Context: an optimization exercise on an open-source flow, tuned for small area. The choices shown serve that exercise and are no tape-out recipe. RTL that was checked went through simulation tests only; none was proved equivalent to the original. Power and IR drop assume default switching activity.

## vehicle_safety_interlock_unit
module vehicle_safety_interlock_unit (
    input  logic        clk,
    input  logic        rst_n,
    input  logic        s_tvalid,
    output logic        s_tready,
    input  logic [55:0] s_tdata,
    input  logic [2:0]  s_tuser,
    output logic        m_tvalid,
    input  logic        m_tready,
    output logic [79:0] m_tdata,
    input  logic        cfg_valid,
    output logic        cfg_ready,
    input  logic [2:0]  cfg_addr,
    input  logic [15:0] cfg_data
);
Size in the first run: about 1,200 cells after synthesis, about 320 flip-flops, roughly 170 I/O pins, ~14,000 µm² of cells after synthesis.
export LEC_CHECK = 0
export CAP_MARGIN = 20
export CORE_MARGIN = 2
export CORE_UTILIZATION = 60
export PLACE_DENSITY = 0.8
export SLEW_MARGIN = 20
create_clock -name core_clock -period 7.0 [get_ports {clk}]
standard.sh (not shown) runs the stock make flow with config.mk's settings and CLKGATE_MAP_FILE= SYNTH_SCRIPT=/design/flow/synth_recipe.tcl, a recipe that flattens the netlist after the stock synthesis.
==> flow/flow/run.sh <==
#!/bin/bash
# Standard ORFS layout (standard.sh: the standard flow's synthesis and ORFS steps) with
# two changes: ports are buffered with the smallest buffer (buf_1), and CTS
# adds no dummy loads and builds the tree from small clock buffers.
set -o pipefail
export BUFFER_PORTS_ARGS="-buffer_cell sky130_fd_sc_hd__buf_1"
export CTS_ARGS="-sink_clustering_enable -repair_clock_nets -dont_use_dummy_load -buf_list {sky130_fd_sc_hd__clkbuf_4} -sink_clustering_size 10 -sink_clustering_max_diameter 40"
bash standard.sh > standard.log 2>&1
Next try:
--- a/flow/design.v
+++ b/flow/design.v
@@ -207,18 +207,17 @@
     logic        shake_wait_reg;
     logic        lock_flag_reg;
     logic        snap_ok_reg;       
     logic [15:0] snap_dist_reg;     
     logic [15:0] nav_quiet_reg;     
     logic [15:0] sensor_quiet_reg;  
     logic [15:0] check_next_reg;    
     logic [15:0] rest_left_reg;     
-    logic [15:0] hold_left_reg;     
-    logic        hold_active_reg;   
+    logic [15:0] hold_left_reg;
     logic [31:0] approve_count_reg;
     logic [31:0] reject_count_reg;
     logic        approved_reg;
     logic [2:0]  refusal_reg;
     logic [3:0]  notice_reg;
     logic        alive_reg;
     logic k_tick, k_beat, k_exit, k_cmd, k_sensor;
     assign k_tick   = advance && (in_kind_reg == 3'd0);
@@ -237,17 +236,17 @@
     logic [15:0] rest_left_dec, hold_left_dec;
     logic        check_due, nav_trip, sensor_trip;
     assign nav_sat          = &nav_quiet_reg;
     assign sensor_sat       = &sensor_quiet_reg;
     assign nav_quiet_inc    = inc16(nav_quiet_reg, k_tick & ~nav_sat);
     assign sensor_quiet_inc = inc16(sensor_quiet_reg, k_tick & ~sensor_sat);
     assign check_phase_inc  = inc16(check_next_reg, k_tick);
     assign rest_nz          = |rest_left_reg;
-    assign hold_nz          = hold_active_reg & (|hold_left_reg);
+    assign hold_nz          = |hold_left_reg;
     assign rest_one         = (rest_left_reg == 16'd1);
     assign hold_one         = (hold_left_reg == 16'd1);
     assign rest_left_dec    = dec16(rest_left_reg, k_tick & rest_nz);
     assign hold_left_dec    = dec16(hold_left_reg, k_tick & hold_nz);
     assign check_due        = ge16(check_next_reg, check_period_reg);
     assign nav_trip         = nav_contact_reg && cmp16(nav_quiet_reg, silence_limit_reg, ~nav_sat);
     assign sensor_trip      = sensor_seen_reg && cmp16(sensor_quiet_reg, silence_limit_reg, ~sensor_sat);
     logic        over_speed, over_steer, sensor_bad;
@@ -283,17 +282,17 @@
         if (!rst_n)
         begin
             nav_contact_reg <= 1'b0;
             sensor_seen_reg <= 1'b0;
             recovering_reg  <= 1'b0;
             shake_wait_reg  <= 1'b0;
             lock_flag_reg   <= 1'b0;
             check_next_reg  <= 16'd1;
-            hold_active_reg <= 1'b0;
+            hold_left_reg   <= 16'd0;
             approve_count_reg <= 32'd0;
             reject_count_reg  <= 32'd0;
         end
         else
         begin
             if (k_beat || k_cmd)
                 nav_contact_reg <= 1'b1;
             else if (k_exit || (alive_now && nav_trip))
@@ -312,17 +311,19 @@
                 shake_wait_reg <= 1'b0;
             if (lock_now)
                 lock_flag_reg <= 1'b1;
             if (alive_now)
                 check_next_reg <= 16'd1;
             else
                 check_next_reg <= check_phase_inc;
             if (hold_load)
-                hold_active_reg <= 1'b1;
+                hold_left_reg <= hold_ms_reg;
+            else
+                hold_left_reg <= hold_left_dec;
             approve_count_reg <= inc32(approve_count_reg, k_cmd && cmd_ok && !(&approve_count_reg));
             reject_count_reg  <= inc32(reject_count_reg, k_cmd && !cmd_ok && !(&reject_count_reg));
         end
     end
     always_ff @(posedge clk)
     begin
         if (s_tvalid && s_tready && s_tuser == 3'd4)
         begin
@@ -332,20 +333,16 @@
         if (k_beat || k_cmd)
             nav_quiet_reg <= 16'd0;
         else
             nav_quiet_reg <= nav_quiet_inc;
         if (k_sensor)
             sensor_quiet_reg <= 16'd0;
         else
             sensor_quiet_reg <= sensor_quiet_inc;
-        if (hold_load)
-            hold_left_reg <= hold_ms_reg;
-        else
-            hold_left_reg <= hold_left_dec;
         if (shake_start)
             rest_left_reg <= rest_limit_reg;
         else
             rest_left_reg <= rest_left_dec;
     end
     always_ff @(posedge clk or negedge rst_n)
     begin
         if (!rst_n)
Result: Via count rises by 0.31%. First-iteration DRC count rises by 2.1%. Wire length rises by 1.9%. Critical path depth rises by 1. Final area falls by 0.44%. Final cell count falls by 0.47%. Sequential share of layout area rises by 0.59 points. Setup slack gains 130 ps.
No run of this note included a check of the RTL's function; only the layout flow was run.

---

vehicle_safety_interlock_unit, a different RTL version from the one above (not shown whole).
Size: ~320 flip-flops, about 170 I/O pins, about 14000 µm² of cells after synthesis.
export LEC_CHECK = 0
export CAP_MARGIN = 20
export CORE_MARGIN = 2
export CORE_UTILIZATION = 60
export PLACE_DENSITY = 0.8
export SLEW_MARGIN = 20
create_clock -name core_clock -period 7.0 [get_ports {clk}]
Scripts as last shown in full above: flow/flow/run.sh
The starting point finished clean.
==> next run, changes <==
--- a/flow/design.v
+++ b/flow/design.v
@@ -75,41 +75,55 @@
         for (int i = 0; i < 16; i++)
             g = (a[i] & ~b[i]) | (a[i] & g) | (~b[i] & g);
         cmp16 = g;
     endfunction
     function automatic logic ge16(input logic [15:0] a, input logic [15:0] b);
         logic g;
         g = 1'b1;
         for (int i = 0; i < 16; i++)
             g = (a[i] & ~b[i]) | (a[i] & g) | (~b[i] & g);
         ge16 = g;
     endfunction
-    function automatic logic [15:0] inc16(input logic [15:0] a, input logic en);
+    function automatic logic [15:0] inc16(input logic [15:0] a, input logic cin);
         logic [15:0] s;
-        logic        c;
+        logic        c, pb, pall;
+        c    = cin;
+        pb   = 1'b1;
+        pall = 1'b1;
         for (int i = 0; i < 16; i++) begin
-            if (i == 0) c = en;
-            if (i == 8) c = en & (&a[7:0]);
+            if (i % 8 == 0 && i > 0) begin
+                pall = pall & pb;
+                pb   = 1'b1;
+                c    = cin & pall;
+            end
             s[i] = a[i] ^ c;
             c    = a[i] & c;
+            pb   = pb & a[i];
         end
         inc16 = s;
     endfunction
-    function automatic logic [15:0] dec16(input logic [15:0] a, input logic en);
+    function automatic logic [15:0] dec16(input logic [15:0] a, input logic bin);
         logic [15:0] s;
-        logic        c;
+        logic        c, pb, pall;
+        c    = bin;
+        pb   = 1'b1;
+        pall = 1'b1;
         for (int i = 0; i < 16; i++) begin
-            if (i == 0) c = en;
-            if (i == 8) c = en & ~(|a[7:0]);
+            if (i % 8 == 0 && i > 0) begin
+                pall = pall & pb;
+                pb   = 1'b1;
+                c    = bin & pall;
+            end
             s[i] = a[i] ^ c;
             c    = ~a[i] & c;
+            pb   = pb & ~a[i];
         end
         dec16 = s;
     endfunction
     function automatic logic [31:0] sat_inc32(input logic [31:0] a, input logic en);
         logic [31:0] s;
         logic [3:0]  all1;
         logic        e, c;
         for (int k = 0; k < 4; k++)
             all1[k] = &a[8*k +: 8];
         e = en & ~(&all1);
         for (int i = 0; i < 32; i++) begin
@@ -216,29 +230,29 @@
     assign k_sensor = advance && (in_kind_reg[2:1] == 2'b10);
     logic [15:0] in_speed, in_steer;
     logic        in_shake;
     assign in_speed = in_pay_reg[15:0];
     assign in_steer = in_pay_reg[31:16];
     assign in_shake = in_kind_reg[0];
     logic        nav_sat, sensor_sat;
     logic [15:0] nav_quiet_inc, sensor_quiet_inc, check_phase_inc;
     logic        rest_nz, hold_nz, rest_one, hold_one;
     logic [15:0] rest_left_dec, hold_left_dec;
     logic        check_due, nav_trip, sensor_trip;
-    assign nav_sat          = (&nav_quiet_reg[7:0]) & (&nav_quiet_reg[15:8]);
-    assign sensor_sat       = (&sensor_quiet_reg[7:0]) & (&sensor_quiet_reg[15:8]);
+    assign nav_sat          = &nav_quiet_reg;
+    assign sensor_sat       = &sensor_quiet_reg;
     assign nav_quiet_inc    = inc16(nav_quiet_reg, k_tick & ~nav_sat);
     assign sensor_quiet_inc = inc16(sensor_quiet_reg, k_tick & ~sensor_sat);
     assign check_phase_inc  = inc16(check_next_reg, k_tick);
-    assign rest_nz          = (|rest_left_reg[7:0]) | (|rest_left_reg[15:8]);
-    assign hold_nz          = hold_active_reg & ((|hold_left_reg[7:0]) | (|hold_left_reg[15:8]));
+    assign rest_nz          = |rest_left_reg;
+    assign hold_nz          = hold_active_reg & (|hold_left_reg);
     assign rest_one         = (rest_left_reg == 16'd1);
     assign hold_one         = (hold_left_reg == 16'd1);
     assign rest_left_dec    = dec16(rest_left_reg, k_tick & rest_nz);
     assign hold_left_dec    = dec16(hold_left_reg, k_tick & hold_nz);
     assign check_due        = ge16(check_next_reg, check_period_reg);
     assign nav_trip         = nav_contact_reg && cmp16(nav_quiet_reg, silence_limit_reg, ~nav_sat);
     assign sensor_trip      = sensor_seen_reg && cmp16(sensor_quiet_reg, silence_limit_reg, ~sensor_sat);
     logic        over_speed, over_steer, sensor_bad;
     logic [14:0] steer_mag;
     logic [2:0]  refusal;
     assign over_speed = !in_speed[15] && gt16({1'b0, in_speed[14:0]}, {1'b0, speed_limit_reg});
Result: The changed run passed the timing, DRC and antenna checks. Global-route usage rises by 0.44 points. Routed wire length came out lower by about 0.6%. Non-clock buffer count climbs by 1. Power climbs by about 5.4%. Cell count fell by about 1.3%. Critical path depth rose by 1. Final area shrinks by 1.2%. Utilization goes down by 0.18 points. Clock-buffer cell count grows by 2. Sequential power climbs by about 3%. Via count is about the same. Die area decreases by 1.5%. Setup slack degrades by 380 ps.
Function not checked in the first run of this note: the RTL went through the layout flow alone.

==> afterwards: timing with drivers on the ports <==
Ports are ideal in the flow. The routed layouts listed here were re-timed in OpenROAD.
Step 1, drivers: a clkbuf_16 drives clk and a buf_2 each remaining input, both assumed.
Step 2 moves the port delays by t, midway between the first and last clock arrival at a register: inputs arrive t later, outputs are due t later. That takes back most of the time a late clock gives input paths.
Three values: no drivers, after step 1, after step 2; two values: the first two.
run	t (ns)	setup slack, ns	hold WS [ns]
the first run of note 1	0.693	2.368 / 2.368 / 2.317	0.483 / 0.483 / 0.483
the second run of note 1	0.680	2.497 / 2.497 / 2.433	0.493 / 0.493 / 0.493
the first run of note 2	0.680	2.644 / 2.644 / 2.396	0.476 / 0.476 / 0.476
the second run of note 2	0.685	2.264 / 2.264 / 1.867	0.470 / 0.470 / 0.470
After both steps every run listed still meets setup and hold. For the second run of note 2, which loses most, drivers alone change the setup slack by 0.000 ns; drivers and shift together by -0.397 ns.
